This design comes from an exercise in tuning for small area on the open sky130 flow, not from production work. In this exercise RTL edits were held to simulation tests only and were not proved equivalent to the original. Power and IR drop assume default switching activity.

--- flow/config.mk ---
export PLATFORM = sky130hd
export DESIGN_NAME = int_regfile_mp
export DESIGN_NICKNAME = int_regfile_mp
export VERILOG_FILES = /design/flow/design.v
export SDC_FILE = /design/flow/constraint.sdc
export NUM_CORES = 4
export LEC_CHECK = 0
export CAP_MARGIN = 20
export CORE_MARGIN = 2
export CORE_UTILIZATION = 30
export PLACE_DENSITY = 0.45
export SETUP_SLACK_MARGIN = 0.4
export SLEW_MARGIN = 20
export SYNTH_HIERARCHICAL = 1
export SYNTH_MINIMUM_KEEP_SIZE = 0
--- flow/constraint.sdc ---
create_clock -name core_clock -period 7.0 [get_ports {clk_i}]
set_input_delay 1.4000 -clock core_clock [delete_from_list [all_inputs] [get_ports {clk_i}]]
set_output_delay 1.4000 -clock core_clock [all_outputs]
set_load 0.01 [all_outputs]
--- flow/design.v ---
package int_rf_pkg;
    localparam int XLEN_DEF = 32;
    localparam int MEPC_RST   = 0;
    localparam int MTVAL_RST  = 0;
    localparam int MCAUSE_RST = 0;
    localparam int MPP_RST    = 0;
    localparam int MPRIV_RST  = 1;
    localparam int CAUSE_KEEP_PC_B0 = 12;
    localparam int CAUSE_KEEP_PC_B1 = 13;
    localparam int CAUSE_KEEP_PC_B2 = 15;
endpackage
module int_rf_scoreboard #(
    parameter int NREGS = 32,
    localparam int AW   = $clog2(NREGS)
) (
    input  logic              clk_i,
    input  logic              rsn_i,
    input  logic [NREGS-1:1]  wr_hit_i,
    input  logic              busy_set_i,
    input  logic [AW-1:0]     busy_addr_i,
    input  logic              flush_i,
    output logic [NREGS-1:0]  busy_o
);
    logic [NREGS-1:1] busy_d, busy_q, set, keep;
    for (genvar r = 1; r < NREGS; r++) begin : g_bit
        assign set[r]    = busy_set_i && !flush_i && busy_addr_i == AW'(r);
        assign keep[r]   = ~(wr_hit_i[r] | flush_i);
        assign busy_d[r] = set[r] | (busy_q[r] & keep[r]);
    end
    always_ff @(posedge clk_i or negedge rsn_i) begin
        if (!rsn_i) busy_q <= '0;
        else        busy_q <= busy_d;
    end
    assign busy_o = {busy_q, 1'b0};
endmodule
module int_regfile_mp #(
    parameter int XLEN  = int_rf_pkg::XLEN_DEF,
    parameter int NREGS = 32,
    parameter int NRD   = 2,
    parameter int NWR   = 2,
    localparam int AW   = $clog2(NREGS)
) (
    input  logic                clk_i,
    input  logic                rsn_i,
    input  logic [NRD*AW-1:0]   rd_addr_i,
    output logic [NRD*XLEN-1:0] rd_data_o,
    input  logic [NWR-1:0]      wr_en_i,
    input  logic [NWR*AW-1:0]   wr_addr_i,
    input  logic [NWR*XLEN-1:0] wr_data_i,
    input  logic                busy_set_i,
    input  logic [AW-1:0]       busy_addr_i,
    output logic [NREGS-1:0]    busy_o,
    input  logic                exc_en_i,
    input  logic [XLEN-1:0]     exc_pc_i,
    input  logic [XLEN-1:0]     exc_tval_i,
    input  logic [XLEN-1:0]     exc_cause_i,
    input  logic                mret_i,
    input  logic                priv_wr_en_i,
    input  logic [XLEN-1:0]     priv_wr_data_i,
    output logic [XLEN-1:0]     mepc_o,
    output logic [XLEN-1:0]     mtval_o,
    output logic [XLEN-1:0]     mcause_o,
    output logic [XLEN-1:0]     mpriv_o
);
    localparam int NPAIR = (NREGS - 1) / 2;
    logic [NRD-1:0][AW-1:0]     ra;
    logic [NWR-1:0][AW-1:0]     wa;
    logic [NWR-1:0][XLEN-1:0]   wd;
    logic [NREGS-1:1][XLEN-1:0] regs_n, regs_dn;
    logic [NREGS-1:1]           vld_q;
    logic [NREGS-1:1]           hit0, hit1, wen, hold, sel0, sel1;
    logic [NRD-1:0][NREGS-1:1]  rsel_n;
    logic [XLEN-1:0] mepc_d, mepc_q, mtval_d, mtval_q, mcause_d, mcause_q;
    logic [XLEN-1:0] mpp_d, mpp_q, mpriv_d, mpriv_q;
    logic [XLEN-1:0] mepc_n;
    logic            keep_pc, exc_n;
    assign ra = rd_addr_i;
    assign wa = wr_addr_i;
    assign wd = wr_data_i;
    for (genvar r = 1; r < NREGS; r++) begin : g_wdec
        assign hit0[r] = wr_en_i[0] && wa[0] == AW'(r);
        assign hit1[r] = wr_en_i[1] && wa[1] == AW'(r);
        assign wen[r]  = hit0[r] | hit1[r];
        assign hold[r] = ~wen[r];
        assign sel0[r] = hit0[r] & ~hit1[r];
        assign sel1[r] = hit1[r];
    end
    for (genvar r = 1; r < NREGS; r++) begin : g_reg
        for (genvar b = 0; b < XLEN; b++) begin : g_wbit
            int_rf_a222oi u_wsel (
                .a1(hold[r]), .a2(~regs_n[r][b]),
                .b1(sel0[r]), .b2(wd[0][b]),
                .c1(sel1[r]), .c2(wd[1][b]),
                .y(regs_dn[r][b])
            );
        end
        always_ff @(posedge clk_i) regs_n[r] <= regs_dn[r];
        always_ff @(posedge clk_i or negedge rsn_i) begin
            if (!rsn_i)       vld_q[r] <= 1'b0;
            else if (wen[r])  vld_q[r] <= 1'b1;
        end
    end
    for (genvar q = 0; q < NRD; q++) begin : g_rdec
        for (genvar r = 1; r < NREGS; r++) begin : g_r
            assign rsel_n[q][r] = ~(vld_q[r] && ra[q] == AW'(r));
        end
    end
    for (genvar q = 0; q < NRD; q++) begin : g_rd
        for (genvar b = 0; b < XLEN; b++) begin : g_rbit
            logic [NPAIR:0] t;
            for (genvar k = 0; k < NPAIR; k++) begin : g_pair
                int_rf_o22ai u_pair (
                    .a1(rsel_n[q][2*k+1]), .a2(regs_n[2*k+1][b]),
                    .b1(rsel_n[q][2*k+2]), .b2(regs_n[2*k+2][b]),
                    .y(t[k])
                );
            end
            assign t[NPAIR] = ~(rsel_n[q][NREGS-1] | regs_n[NREGS-1][b]);
            assign rd_data_o[q*XLEN+b] = |t;
        end
    end
    int_rf_scoreboard #(.NREGS(NREGS)) u_sb (
        .clk_i       (clk_i),
        .rsn_i       (rsn_i),
        .wr_hit_i    (wen),
        .busy_set_i  (busy_set_i),
        .busy_addr_i (busy_addr_i),
        .flush_i     (exc_en_i),
        .busy_o      (busy_o)
    );
    assign keep_pc = exc_cause_i[int_rf_pkg::CAUSE_KEEP_PC_B0] | exc_cause_i[int_rf_pkg::CAUSE_KEEP_PC_B1]
                   | exc_cause_i[int_rf_pkg::CAUSE_KEEP_PC_B2];
    assign mepc_n = exc_pc_i + {{(XLEN-3){1'b0}}, ~keep_pc, 2'b00};
    assign exc_n  = ~exc_en_i;
    for (genvar b = 0; b < XLEN; b++) begin : g_csr
        int_rf_o22a u_mepc (
            .a1(exc_en_i), .a2(mepc_q[b]), .b1(exc_n), .b2(mepc_n[b]), .y(mepc_d[b])
        );
        int_rf_o22a u_mtval (
            .a1(exc_en_i), .a2(mtval_q[b]), .b1(exc_n), .b2(exc_tval_i[b]), .y(mtval_d[b])
        );
        int_rf_o22a u_mcause (
            .a1(exc_en_i), .a2(mcause_q[b]), .b1(exc_n), .b2(exc_cause_i[b]), .y(mcause_d[b])
        );
    end
    always_comb begin
        mpp_d    = mpp_q;
        mpriv_d  = mpriv_q;
        if (exc_en_i) begin
            mpp_d    = mpriv_q;
            mpriv_d  = XLEN'(int_rf_pkg::MPRIV_RST);
        end else if (mret_i) begin
            mpriv_d = mpp_q;
            mpp_d   = '0;
        end else if (priv_wr_en_i) begin
            mpriv_d = priv_wr_data_i;
        end
    end
    always_ff @(posedge clk_i or negedge rsn_i) begin
        if (!rsn_i) begin
            mepc_q   <= XLEN'(int_rf_pkg::MEPC_RST);
            mtval_q  <= XLEN'(int_rf_pkg::MTVAL_RST);
            mcause_q <= XLEN'(int_rf_pkg::MCAUSE_RST);
            mpp_q    <= XLEN'(int_rf_pkg::MPP_RST);
            mpriv_q  <= XLEN'(int_rf_pkg::MPRIV_RST);
        end else begin
            mepc_q   <= mepc_d;
            mtval_q  <= mtval_d;
            mcause_q <= mcause_d;
            mpp_q    <= mpp_d;
            mpriv_q  <= mpriv_d;
        end
    end
    assign mepc_o   = mepc_q;
    assign mtval_o  = mtval_q;
    assign mcause_o = mcause_q;
    assign mpriv_o  = mpriv_q;
endmodule
module int_rf_a222oi (
    input  logic a1,
    input  logic a2,
    input  logic b1,
    input  logic b2,
    input  logic c1,
    input  logic c2,
    output logic y
);
    assign y = ~((a1 & a2) | (b1 & b2) | (c1 & c2));
endmodule
module int_rf_o22ai (
    input  logic a1,
    input  logic a2,
    input  logic b1,
    input  logic b2,
    output logic y
);
    assign y = ~((a1 | a2) & (b1 | b2));
endmodule
module int_rf_o22a (
    input  logic a1,
    input  logic a2,
    input  logic b1,
    input  logic b2,
    output logic y
);
    assign y = (a1 | a2) & (b1 | b2);
endmodule
--- flow/flow/run.sh ---
#!/bin/bash
# Own layout flow: the standard ORFS flow (standard.sh), with
#  - the I/O ports buffered by buf_1 instead of the default buffer,
#  - clock tree synthesis without dummy loads, with clkbuf_8 and small sink
#    clusters of up to 12 flip-flops.
# Each stage's make output goes to its own log file in the work folder.
set -euo pipefail
export BUFFER_PORTS_ARGS="-buffer_cell sky130_fd_sc_hd__buf_1"
export CTS_ARGS="-sink_clustering_enable -repair_clock_nets -dont_use_dummy_load -buf_list sky130_fd_sc_hd__clkbuf_8 -sink_clustering_size 12 -sink_clustering_max_diameter 60"
for step in synth floorplan place cts grt route finish; do
    bash standard.sh "$step" > "flow_${step}.log" 2>&1
done
--- flow/standard.sh ---
#!/bin/bash
# synth_recipe.tcl (not shown) runs the flow's synth.tcl, then flattens the netlist and writes it again
# the make line also repeats each setting of config.mk as NAME=value (left out here)
make -C /OpenROAD-flow-scripts/flow DESIGN_CONFIG=/design/flow/config.mk WORK_HOME=/design/flow/orfs CLKGATE_MAP_FILE= SYNTH_SCRIPT=/design/flow/synth_recipe.tcl "${@:-finish}"
==> impl_metrics.tcl, run 1 <==
set metrics [dict create \
    outcome "finished clean" \
    critical_path_class "in -> out" \
    final_nets 6269 \
    worst_path_max_delay_cell "sky130_fd_sc_hd__nor4_1" \
    clock_tree_from_tritoncts "done" \
    globalRoute.totalOverflow 0 \
    clk_pin_slew_ns 0.08 \
    grt_start_max_net_pins 116 \
    max_cap_viols 0 \
    fill_count 17900 \
    cts-root-buf "sky130_fd_sc_hd__clkbuf_8" \
    coreArea_um2 173000 \
    synth_warnings 8 \
    final_worst_path_cycle_share_pct 92.4 \
    timing.max_slew.rel_slack_pct 19.3 \
    drive_gt1_share_pct 9.78 \
    setup_tns_ns 0 \
    synth_async_sr_flop_share_pct 18.3 \
    total_detailed_routing_wirelength_mm 300 \
    cts_max_level 4 \
    antenna_left 0 \
    synth_nets 5478 \
    clock_path_buffers 3 \
    dieArea_um2 177000 \
    finalWorstPathRequiredPeriod_ns 6.47 \
    worstPathCellList "buf_1 -> nor2b_1 -> nand3_2 -> buf_4 -> o22ai_1 -> or4_1 -> nor4_1 -> o2111ai_1 -> buf_1" \
    setup-violations-final 0 \
    cpMostUsedCell "sky130_fd_sc_hd__buf_1" \
    report.final.slew_viol_count 0 \
    dp.final_hpwl_mm 180 \
    post_drt_via_cell_ratio 6.85 \
    vdd.ir_drop.worst_mv 0.184 \
    synthCells 5251 \
    buffer_ports.inserted 447 \
    synth_area_um2 52200 \
    placement_rows 153 \
    worst_hold_slack_ns 0.485 \
    place_congestion 0.924 \
    synth_cell_type_count 56 \
    clock_latency_ns 0.94 \
    antenna_violations_before_repair 23 \
    initial_utilization_pct 30.1 \
    tritoncts_num_sinks 1214 \
    tightestPinTransition_ns 1.21 \
    final_worst_clock_skew_ns 0.0491 \
    all_layer_gr_usage_pct 32.2 \
    y_dimension_of_the_die_um 421 \
    post_cts_buffers 0 \
    worst_setup_path_start_kind "input pin" \
    dr_total_vias 57400 \
    synth-seq-cells 1214 \
    detailedRoute.firstIterationViolations 12200 \
    synth_edf_count 0 \
    unrepaired_setup_endpoints_after_global_routing "false" \
    drt_pre_antenna_iters 14 \
    crit_arrival_ns 5.07 \
    cts-buffers-inserted 137 \
    top_level_pins 449 \
    grt_first_pass_wirelength_mm 418 \
    final_hold_fails 0 \
    dieWidth_um 421 \
    power.density_nw_per_um2 288 \
    highest_cell_delay_on_the_worst_timing_path_ns 0.93 \
    routed_wire_length_per_instance_um 35.9 \
    fmax_mhz 155 \
    finalCoreUtilization_pct 35.4 \
    syn_avg_cell_area_um2 9.93 \
    min_path_type "reg -> reg" \
    count_of_cells_resized_by_post_cts_repair 0 \
    critPathMaxFanout 29 \
    dominantRegCellSynth "sky130_fd_sc_hd__dfxtp_1" \
    p_leak_nw 26.5 \
    postCtsHoldBufs 0 \
    area_growth_pct 17.7 \
    drc 0 \
    worst_ep_required_time_ns 5.60 \
    synth_seq_area_share_pct 48.7 \
    setup.worst_path.end_class "output port" \
    grt_pass1_vias 53800 \
]
[per-module statistics from Yosys (local to each module, per instance), excerpt]
module | cells inside | copies in the design | area (um2) | flip-flops and latches
int_rf_o22a | 1 | 96 | 8.76 | 0
int_rf_a222oi | 1 | 992 | 10.0 | 0
int_rf_o22ai | 1 | 960 | 6.26 | 0
int_regfile_mp | 3079 | 1 | 33900 | 1183
[report_power, final]
part / total [mW] / internal [mW] / switching, mW
Clock: 4.39 / 1.74 / 2.65
Combinational: 3.50 / 1.70 / 1.80
Sequential: 9.77 / 8.49 / 1.28
[routing by layer]
layer	track usage, %	vias to the layer above	share of wire, %
met4	15.4	28	5.3
met1	41.7	28500	39
met5	0	-	0.061
li1	-	23700	-
met3	8.81	973	12
met2	49.5	4234	44
[placed cells by master, fill, tap and decap left out, types with 6 or more instances in the layout]
cell type / instances
sky130_fd_sc_hd__dfrtp_1: 221
sky130_fd_sc_hd__nand2_1: 41
sky130_fd_sc_hd__o22a_1: 96
sky130_fd_sc_hd__nand4_1: 26
sky130_fd_sc_hd__a21oi_1: 31
sky130_fd_sc_hd__xnor2_1: 21
sky130_fd_sc_hd__mux2i_1: 32
sky130_fd_sc_hd__clkbuf_8: 137
sky130_fd_sc_hd__buf_1: 409
sky130_fd_sc_hd__nand3_2: 46
sky130_fd_sc_hd__xor2_1: 7
sky130_fd_sc_hd__nor2b_1: 10
sky130_fd_sc_hd__o21ai_0: 18
sky130_fd_sc_hd__clkinv_1: 7
sky130_fd_sc_hd__nor4_1: 189
sky130_fd_sc_hd__dfxtp_1: 992
sky130_fd_sc_hd__o32ai_1: 23
sky130_fd_sc_hd__nand2b_1: 22
sky130_fd_sc_hd__and3_1: 7
sky130_fd_sc_hd__clkbuf_2: 36
sky130_fd_sc_hd__a222oi_1: 992
sky130_fd_sc_hd__nor2_1: 71
sky130_fd_sc_hd__o22ai_1: 964
sky130_fd_sc_hd__diode_2: 6
sky130_fd_sc_hd__nand3_1: 12
sky130_fd_sc_hd__a22o_1: 31
sky130_fd_sc_hd__inv_1: 1042
sky130_fd_sc_hd__nand4b_1: 11
sky130_fd_sc_hd__a21oi_4: 6
sky130_fd_sc_hd__or4_1: 64
sky130_fd_sc_hd__buf_4: 244
sky130_fd_sc_hd__nand4bb_1: 8
sky130_fd_sc_hd__nor2_4: 58
sky130_fd_sc_hd__or2_2: 14
sky130_fd_sc_hd__buf_12: 15
sky130_fd_sc_hd__o2111ai_1: 64
[logic make-up after synthesis]
logic type / Yosys count / share of synthesized area, %
AOI/OAI and AO/OA: 2237 / 34.9
xor gates and xnor gates: 28 / 0.470
adders and majority gates: 2 / 0.0480
buffers and inverters: 1108 / 8.08
DFF: 1214 / 48.7
muxes: 33 / 0.636
other: 1 / 0.00719
and+or+nand+nor: 628 / 7.09
[registers in the layout, summed over array words and instances (netlist names)]
name         cells
mcause_q        32
mepc_q          32
mpp_q           32
mpriv_q         32
mtval_q         32
regs_n         992
u_sb.busy_q     31
vld_q           31
[worst paths after layout]
kind                                         to  cells after the start  slack, ns             from
worst max-delay path              rd_data_o[40]                      9       0.53     rd_addr_i[8]
max in group asynchronous              vld_q[2]                      2       5.10            rsn_i
worst min register to register      mpriv_q[17]                      2       0.49        mpp_q[17]
min in group asynchronous           mtval_q[13]                      1       0.65            rsn_i
worst min-delay path                mpriv_q[17]                      2       0.49        mpp_q[17]
worst max register to register  u_sb.busy_q[24]                      2       5.94  u_sb.busy_q[24]
[metrics by stage]
step,std cells,total power [mW],setup WS (ns),cell area (um2)
3_5_place_dp,8226,13.3,0.697,59500
5_1_grt,8369,18.4,0.553,61400
4_1_cts,8363,17.6,0.712,61300
3_3_place_gp,8225,13.2,0.729,59400
6_report,8371,17.7,0.529,61400
2_1_floorplan,5251,11.8,2.08,52200
[synth_stat cells (41+ instances only)]
cell / instances / area (um2)
sky130_fd_sc_hd__nor4_1: 193 / 1210
sky130_fd_sc_hd__nand2_1: 41 / 154
sky130_fd_sc_hd__a222oi_1: 992 / 9930
sky130_fd_sc_hd__inv_1: 1051 / 3950
sky130_fd_sc_hd__dfxtp_1: 992 / 19900
sky130_fd_sc_hd__nor2_1: 129 / 484
sky130_fd_sc_hd__o22ai_1: 964 / 6030
sky130_fd_sc_hd__o2111ai_1: 64 / 561
sky130_fd_sc_hd__or4_1: 64 / 480
sky130_fd_sc_hd__dfrtp_1: 221 / 5530
sky130_fd_sc_hd__nand3_1: 58 / 290
sky130_fd_sc_hd__o22a_1: 96 / 841
[layout make-up]
type	instances	area, um2	share of cell area (%)
sequential	1214	25400	41.4
multi-input combinational	2929	23300	38.0
inverter	1051	3950	6.42
timing repair buffer	709	3910	6.36
tap	2325	2910	4.74
clock buffer	137	1890	3.07
antenna	6	15.0	0.0244
[worst max-delay path: cells and delay by family]
family                 cells  cell delay (ns)
AND/OR/NAND/NOR            4             2.49
buffers and inverters      3             0.74
AO/OA/AOI/OAI              2             0.38
==> run 2: changes to the inputs <==
==> flow/flow/run.sh (replaced) <==
#!/bin/bash
# Own layout flow: the standard ORFS flow (standard.sh), with
#  - the I/O ports buffered by buf_1 instead of the default buffer,
#  - clock tree synthesis without dummy loads, with clkbuf_8 and small sink
#    clusters of up to 16 flip-flops.
# Each stage's make output goes to its own log file in the work folder.
set -euo pipefail
export BUFFER_PORTS_ARGS="-buffer_cell sky130_fd_sc_hd__buf_1"
export CTS_ARGS="-sink_clustering_enable -repair_clock_nets -dont_use_dummy_load -buf_list sky130_fd_sc_hd__clkbuf_8 -sink_clustering_size 16 -sink_clustering_max_diameter 70"
for step in synth floorplan place cts grt route finish; do
    bash standard.sh "$step" > "flow_${step}.log" 2>&1
done
==> run 2 against run 1 <==
  * Still clean on timing, DRC and antenna
  * Sequential cell count is the same
  * Combinational power about the same
  * Design area shrank 0.61%
  * Power is 2.7% lower
  * Non-clock buffer count unchanged
  * Register-to-register slack about the same
  * Sequential share of layout area is 0.25 points higher
  * Synthesized cell count is the same
  * Area after synthesis unchanged
  * First-iteration DRC count grew 4.4%
==> impl_metrics.tcl, run 2 <==
set metrics [dict create \
    globalRoute.totalOverflow 0 \
    unrepaired_setup_endpoints_after_global_routing "false" \
    outcome "finished clean" \
    dp.final_hpwl_mm 180 \
    dieArea_um2 177000 \
    cts-buffers-inserted 110 \
    syn_avg_cell_area_um2 9.93 \
    synth_async_sr_flop_share_pct 18.3 \
    worst_setup_path_start_kind "input pin" \
    finalCoreUtilization_pct 35.2 \
    min_path_type "reg -> reg" \
    synth_area_um2 52200 \
    netlist.area_leader.share_pct 38.1 \
    registers.top_by_ff_count "regs_n" \
    clock_latency_ns 0.89 \
    routed_wire_length_per_instance_um 35.9 \
    cts_max_level 3 \
    clock_path_buffers 3 \
    max_cap_viols 0 \
    timing.max_slew.rel_slack_pct 14.9 \
    initial_utilization_pct 30.1 \
    critical_path_class "in -> out" \
    worst_ep_required_time_ns 5.60 \
    postCtsHoldBufs 0 \
    final_worst_path_cycle_share_pct 93.1 \
    finalWorstSetupSlack_ns 0.483 \
    final_worst_clock_skew_ns 0.0301 \
    setup-violations-final 0 \
    tritoncts_num_sinks 1214 \
    leading_area_contributor_after_synthesis "sky130_fd_sc_hd__dfxtp_1" \
    largest_reg_flops 992 \
    synth_nets 5478 \
    coreArea_um2 173000 \
    finalWorstPathRequiredPeriod_ns 6.52 \
    dieWidth_um 421 \
    final_hold_fails 0 \
    synth_cell_type_count 56 \
    clock_tree_from_tritoncts "done" \
    dominantRegCellSynth "sky130_fd_sc_hd__dfxtp_1" \
    commonest_non_fill_non_tap_cell_in_the_layout "sky130_fd_sc_hd__inv_1" \
    preCtsSetupSlack_ns 0.697 \
    critPathMaxFanout 29 \
    synthCells 5251 \
    setup.reg_to_reg.worst_slack_ns 5.94 \
    fill_count 17900 \
    placed_area_um2 59500 \
    synth_seq_area_share_pct 48.7 \
    timing.rr.start "u_sb.busy_q[24]" \
    post_drt_via_cell_ratio 6.86 \
    placement_rows 153 \
    r2r.worst_path.cells 2 \
    all_layer_gr_usage_pct 32.0 \
    setup_tns_ns 0 \
    antenna_left 0 \
    report.final.slew_viol_count 0 \
    total_detailed_routing_wirelength_mm 299 \
    power.density_nw_per_um2 282 \
    post_cts_buffers 0 \
    buffer_ports.inserted 447 \
    grt_start_max_net_pins 116 \
    cts-root-buf "sky130_fd_sc_hd__clkbuf_8" \
    final_nets 6242 \
    clk_pin_slew_ns 0.08 \
    post-synth-top-count-cell "sky130_fd_sc_hd__inv_1" \
    drt_pre_antenna_iters 14 \
    finish.instance_area_um2 61000 \
    worstReg2RegEnd "u_sb.busy_q[24]" \
    synth-seq-cells 1214 \
    drc 0 \
    grt_first_pass_wirelength_mm 416 \
    place_congestion 0.924 \
    count_of_cells_resized_by_post_cts_repair 0 \
    holdPathStages 2 \
    antenna_violations_before_repair 24 \
    area_growth_pct 17.0 \
    netlist_top_cells_count "1051 x sky130_fd_sc_hd__inv_1, 992 x sky130_fd_sc_hd__a222oi_1, 992 x sky130_fd_sc_hd__dfxtp_1" \
    final_cell_mix "1042 x sky130_fd_sc_hd__inv_1, 992 x sky130_fd_sc_hd__a222oi_1, 992 x sky130_fd_sc_hd__dfxtp_1" \
    p_leak_nw 26.3 \
    setup.worst_path.end_class "output port" \
    drive_gt1_share_pct 9.40 \
    vdd.ir_drop.worst_mv 0.136 \
    detailedRoute.firstIterationViolations 12700 \
    min_to "regs_n[45]" \
    synth_warnings 8 \
    y_dimension_of_the_die_um 421 \
    dr_total_vias 57300 \
    synth_edf_count 0 \
    worstHoldStart "regs_n[45]" \
    crit_arrival_ns 5.12 \
    grt_pass1_vias 53500 \
    tightestPinTransition_ns 1.27 \
    yosys-top-cells-area "sky130_fd_sc_hd__dfxtp_1 38%, sky130_fd_sc_hd__a222oi_1 19%, sky130_fd_sc_hd__o22ai_1 12%" \
    top_level_pins 449 \
    fmax_mhz 153 \
]
run 2: how the worst max path moves through the flow:
stage	depth (start not counted)	from	end	slack (ns)
after floorplan	5	wr_addr_i[5]	regs_n[864]	2.08
after global placement	9	rd_addr_i[8]	rd_data_o[52]	0.73
after detailed placement	9	rd_addr_i[8]	rd_data_o[52]	0.70
after CTS	9	rd_addr_i[8]	rd_data_o[52]	0.71
after global routing	8	rd_addr_i[8]	rd_data_o[57]	0.63
final	9	rd_addr_i[8]	rd_data_o[40]	0.48
run 2: power breakdown:
group          leakage (nW)  total (mW)  switching, mW  internal (mW)
sequential             11.0        9.77           1.28           8.49
clock                 0.791        3.92           2.53           1.39
combinational          14.5        3.50           1.80           1.70
run 2: metrics by stage:
stage / hold slack, ns / power [mW] / instances
after global routing: 0.508 / 18.0 / 8342
final: 0.501 / 17.2 / 8344
after detailed placement: 0.481 / 13.3 / 8226
after global placement: 0.481 / 13.2 / 8225
after CTS: 0.500 / 17.1 / 8336
after floorplan: 0.456 / 11.8 / 5251
run 2: layer usage:
metal	vias to the layer above	global-route usage, %	wire length [um]
met5	-	0	172
met4	26	15.1	15600
met3	922	7.86	36200
met2	4153	49.3	132000
met1	28500	42.0	116000
li1	23600	-	-
run 2: final cells by class:
class	count	area, um2	area share (%)
Sequential cell	1214	25400	41.6
Antenna cell	6	15.0	0.0246
Clock buffer	110	1510	2.48
Timing Repair Buffer	709	3910	6.40
Tap cell	2325	2910	4.77
Inverter	1051	3950	6.46
Multi-Input combinational cell	2929	23300	38.2
run 2: worst max-delay path, stage by stage:
cell and delay (ns):
sky130_fd_sc_hd__buf_1 0.26, sky130_fd_sc_hd__nor2b_1 0.29, sky130_fd_sc_hd__nand3_2 0.71, sky130_fd_sc_hd__buf_4 0.27
sky130_fd_sc_hd__o22ai_1 0.08, sky130_fd_sc_hd__or4_1 0.56, sky130_fd_sc_hd__nor4_1 0.98, sky130_fd_sc_hd__o2111ai_1 0.30
sky130_fd_sc_hd__buf_1 0.21
run 2: per-module statistics from Yosys, one instance, submodules excluded, a selection:
module	cells inside	flops+latches	copies in the design
int_rf_o22ai	1	0	960
int_rf_o22a	1	0	96
int_rf_a222oi	1	0	992
int_regfile_mp	3079	1183	1
run 2: cell families after synthesis:
| kind of cell | Yosys count | share of synthesized area (%) |
|---|---|---|
| AO/OA/AOI/OAI | 2237 | 34.9 |
| multiplexers | 33 | 0.636 |
| adder cells (fa/ha/maj) | 2 | 0.0480 |
| AND/OR/NAND/NOR | 628 | 7.09 |
| flip-flops | 1214 | 48.7 |
| other | 1 | 0.00719 |
| XOR/XNOR | 28 | 0.470 |
| buffers and inverters | 1108 | 8.08 |
==> run 3: changes to the inputs <==
==> flow/flow/run.sh (replaced) <==
#!/bin/bash
# Own layout flow: the standard ORFS flow (standard.sh), with
#  - the I/O ports buffered by buf_1 instead of the default buffer,
#  - clock tree synthesis without dummy loads, with clkbuf_8 and small sink
#    clusters of up to 14 flip-flops.
# Each stage's make output goes to its own log file in the work folder.
set -euo pipefail
export BUFFER_PORTS_ARGS="-buffer_cell sky130_fd_sc_hd__buf_1"
export CTS_ARGS="-sink_clustering_enable -repair_clock_nets -dont_use_dummy_load -buf_list sky130_fd_sc_hd__clkbuf_8 -sink_clustering_size 14 -sink_clustering_max_diameter 65"
for step in synth floorplan place cts grt route finish; do
    bash standard.sh "$step" > "flow_${step}.log" 2>&1
done
--- a/flow/config.mk
+++ b/flow/config.mk
@@ -9,7 +9,7 @@
 export CORE_MARGIN = 2
 export CORE_UTILIZATION = 30
 export PLACE_DENSITY = 0.45
-export SETUP_SLACK_MARGIN = 0.4
+export SETUP_SLACK_MARGIN = 0.3
 export SLEW_MARGIN = 20
 export SYNTH_HIERARCHICAL = 1
 export SYNTH_MINIMUM_KEEP_SIZE = 0
==> run 3 against run 2 <==
  * Cell count hardly changed
  * Register-to-register slack hardly changed
  * Largest cell class unchanged
  * Clock skew is 0.0052 ns lower
  * Setup slack worse by 0.085 ns
  * Design area rose by 0.14%
  * Fmax shrank 1.3%
  * First-iteration DRC count fell by 4.7%
  * Utilization barely moved
  * Critical endpoint is now rd_data_o[52]
  * Still clean
==> impl_metrics.tcl, run 3 <==
set metrics [dict create \
    outcome "finished clean" \
    setup.worst_path.end_class "output port" \
    dieWidth_um 421 \
    clock_latency_ns 0.88 \
    report.final.slew_viol_count 0 \
    fmax_mhz 151 \
    report.power.total_mw 17.3 \
    grt_pass1_vias 53600 \
    preCtsSetupSlack_ns 0.697 \
    global_route.usage.met3_pct 8.24 \
    grt_util_met1_pct 41.9 \
    worstReg2RegEnd "u_sb.busy_q[24]" \
    y_dimension_of_the_die_um 421 \
    grt_start_max_net_pins 116 \
    clockPowerShare_pct 23.3 \
    synthCells 5251 \
    timing.rr.start "u_sb.busy_q[24]" \
    combinational_share_of_power_pct 20.2 \
    seqPwrFrac_pct 56.5 \
    worst_ep_required_time_ns 5.60 \
    unrepaired_setup_endpoints_after_global_routing "false" \
    setup.reg_to_reg.worst_slack_ns 5.93 \
    final_cell_mix "1042 x sky130_fd_sc_hd__inv_1, 992 x sky130_fd_sc_hd__a222oi_1, 992 x sky130_fd_sc_hd__dfxtp_1" \
    min_path_type "reg -> reg" \
    synth_area_um2 52200 \
    netlist.area_leader.share_pct 38.1 \
    dr_total_vias 57400 \
    timing.max_slew.rel_slack_pct 16.2 \
    synth_nets 5478 \
    worstPathCellList "buf_1 -> nor2b_1 -> nand3_2 -> buf_4 -> o22ai_1 -> or4_1 -> nor4_1 -> o2111ai_1 -> buf_1" \
    max_cap_viols 0 \
    cpMostUsedCell "sky130_fd_sc_hd__buf_1" \
    switching_share_pct 32.7 \
    tightestPinTransition_ns 1.25 \
    clock_path_buffers 3 \
    p_leak_nw 26.4 \
    synth_cell_type_count 56 \
    setup-violations-final 0 \
    min_to "regs_n[304]" \
    count_of_cells_resized_by_post_cts_repair 0 \
    finalWorstSetupSlack_ns 0.397 \
    place_congestion 0.924 \
    worst_setup_path_start_kind "input pin" \
    placement_rows 153 \
    synth_seq_area_share_pct 48.7 \
    gr-max-usage-layer "met2" \
    worst_hold_slack_ns 0.500 \
    critical_path_class "in -> out" \
    cts-root-buf "sky130_fd_sc_hd__clkbuf_8" \
    coreArea_um2 173000 \
    clock_tree_from_tritoncts "done" \
    worstPathBufferInverterCount 3 \
    finalWorstPathRequiredPeriod_ns 6.60 \
    r2r.worst_path.cells 2 \
    total_detailed_routing_wirelength_mm 300 \
    finish.instance_area_um2 61100 \
    post_cts_buffers 0 \
    top_level_pins 449 \
    synth-seq-cells 1214 \
    vdd.ir_drop.worst_mv 0.177 \
    finalCoreUtilization_pct 35.3 \
    grt_util_met2_pct 49.4 \
    all_layer_gr_usage_pct 32.1 \
    power.net_switching_mw 5.66 \
    layoutNonFillerInstCount 8348 \
    worst_path_dominant_cell_family "simple AND/OR/NAND/NOR gates" \
    yosys-top-cells-area "sky130_fd_sc_hd__dfxtp_1 38%, sky130_fd_sc_hd__a222oi_1 19%, sky130_fd_sc_hd__o22ai_1 12%" \
    placed_cells_incl_taps 8226 \
    power.density_nw_per_um2 283 \
    critPathMaxFanout 18 \
    dominantRegCellSynth "sky130_fd_sc_hd__dfxtp_1" \
    initial_utilization_pct 30.1 \
    final_hold_fails 0 \
    registers.top_by_ff_count "regs_n" \
    final_worst_clock_skew_ns 0.0249 \
    tritoncts_num_sinks 1214 \
    largest_reg_flops 992 \
    worst_path_max_delay_cell "sky130_fd_sc_hd__nor4_1" \
    antenna_left 0 \
    area_growth_pct 17.2 \
    post_drt_via_cell_ratio 6.87 \
    routed_wire_length_per_instance_um 35.9 \
    final_nets 6247 \
    post-synth-top-count-cell "sky130_fd_sc_hd__inv_1" \
    drive_gt1_share_pct 9.47 \
    syn_avg_cell_area_um2 9.93 \
    intPower_mw 11.7 \
    placed_area_um2 59500 \
    detailedRoute.firstIterationViolations 12200 \
    cts_max_level 3 \
    dieArea_um2 177000 \
    netlist_top_cells_count "1051 x sky130_fd_sc_hd__inv_1, 992 x sky130_fd_sc_hd__a222oi_1, 992 x sky130_fd_sc_hd__dfxtp_1" \
    drc 0 \
    setup_tns_ns 0 \
    synth_async_sr_flop_share_pct 18.3 \
    leading_area_contributor_after_synthesis "sky130_fd_sc_hd__dfxtp_1" \
    clk_pin_slew_ns 0.09 \
    antenna_violations_before_repair 26 \
    crit_arrival_ns 5.20 \
    final_worst_path_cycle_share_pct 94.3 \
    cts-buffers-inserted 116 \
    worstHoldStart "regs_n[304]" \
    postCtsHoldBufs 0 \
    synth_warnings 8 \
    commonest_non_fill_non_tap_cell_in_the_layout "sky130_fd_sc_hd__inv_1" \
    drt_pre_antenna_iters 12 \
    globalRoute.totalOverflow 0 \
    grt_first_pass_wirelength_mm 418 \
    holdPathStages 2 \
    dp.final_hpwl_mm 180 \
    buffer_ports.inserted 447 \
    highest_cell_delay_on_the_worst_timing_path_ns 0.84 \
    synth_edf_count 0 \
]
run 3: worst max path at each step:
stage | slack [ns] | depth (start not counted) | to | start
floorplan | 2.08 | 5 | regs_n[864] | wr_addr_i[5]
global placement | 0.73 | 9 | rd_data_o[52] | rd_addr_i[8]
detailed placement | 0.70 | 9 | rd_data_o[52] | rd_addr_i[8]
CTS | 0.71 | 9 | rd_data_o[52] | rd_addr_i[8]
global route | 0.38 | 9 | rd_data_o[52] | rd_addr_i[5]
finish | 0.40 | 9 | rd_data_o[52] | rd_addr_i[8]
run 3: routing by layer:
metal / routed length (um) / up-vias / share of wire (%)
li1: - / 23600 / -
met1: 115000 / 28600 / 38
met2: 132000 / 4217 / 44
met3: 36800 / 918 / 12
met4: 15600 / 28 / 5.2
met5: 178 / - / 0.059
run 3: logic make-up (layout without fill, tap and decap cells):
group	count (synthesis)	after routing	synth area share [%]
mux	33	33	0.636
compound gates	2237	2237	34.9
other cells	1	6	0.00719
xor+xnor	28	28	0.470
buf+inv	1108	1875	8.08
simple gates	628	628	7.09
fa+ha+maj	2	2	0.0480
flops	1214	1214	48.7
run 3: Yosys stat by module (local to each module, per instance), a selection:
| module | flip-flops and latches | cells | area (um2) | times used |
|---|---|---|---|---|
| int_rf_a222oi | 0 | 1 | 10.0 | 992 |
| int_regfile_mp | 1183 | 3079 | 33900 | 1 |
| int_rf_o22a | 0 | 1 | 8.76 | 96 |
| int_rf_o22ai | 0 | 1 | 6.26 | 960 |
run 3: tightest hold or removal path, delay by kind of cell, from the launching register on:
family / cells / cell delay [ns]
DFF: 1 / 0.33
AOI/OAI and AO/OA: 1 / 0.07
buffers and inverters: 1 / 0.05
run 3: power groups by stage:
| stage | clock network (mW) | logic (mW) | registers [mW] |
|---|---|---|---|
| after floorplan | 0 | 2.25 | 9.52 |
| final | 4.04 | 3.50 | 9.77 |
| after global routing | 4.34 | 3.79 | 9.96 |
| after detailed placement | 0 | 3.41 | 9.88 |
| after CTS | 4.09 | 3.42 | 9.73 |
| after global placement | 0 | 3.33 | 9.85 |
run 3: final cells by class:
cell class | instances | area, um2
repair buffers | 708 | 3900
inverters | 1051 | 3950
flip-flops and latches | 1214 | 25400
clock buffers | 116 | 1600
multi-input cells | 2929 | 23300
well taps | 2325 | 2910
fillers | 17900 | 112000
diodes | 5 | 12.5

separate check: timing with driven ports:
The results above use ideal ports. As a check the final layouts listed here were re-extracted and re-timed, cells and wires unchanged. Step 1, drivers: a clkbuf_16 drives clk_i and a buf_2 each remaining input, both assumed. Step 2 adds t to the input delays and takes it off the output delays; t is the mean of the earliest and latest rising clock arrival at the registers after step 1. Input paths then give back, and output paths get back, about the clock's delay inside the block. a / b / c = ideal / step 1 / step 2; a / b = the first two.
run | t, ns | slack for setup (ns) | worst register clock-pin slew, ns
run 1 | 1.010 | 0.529 / 0.508 / 0.508 | 0.10 / 0.10
run 2 | 0.964 | 0.483 / 0.458 / 0.458 | 0.12 / 0.12
run 3 | 0.960 | 0.397 / 0.369 / 0.369 | 0.10 / 0.10
After both steps every run listed still meets setup and hold. The setup slack of run 3, which loses most, moves by -0.028 ns with the drivers and by -0.028 ns with both steps.
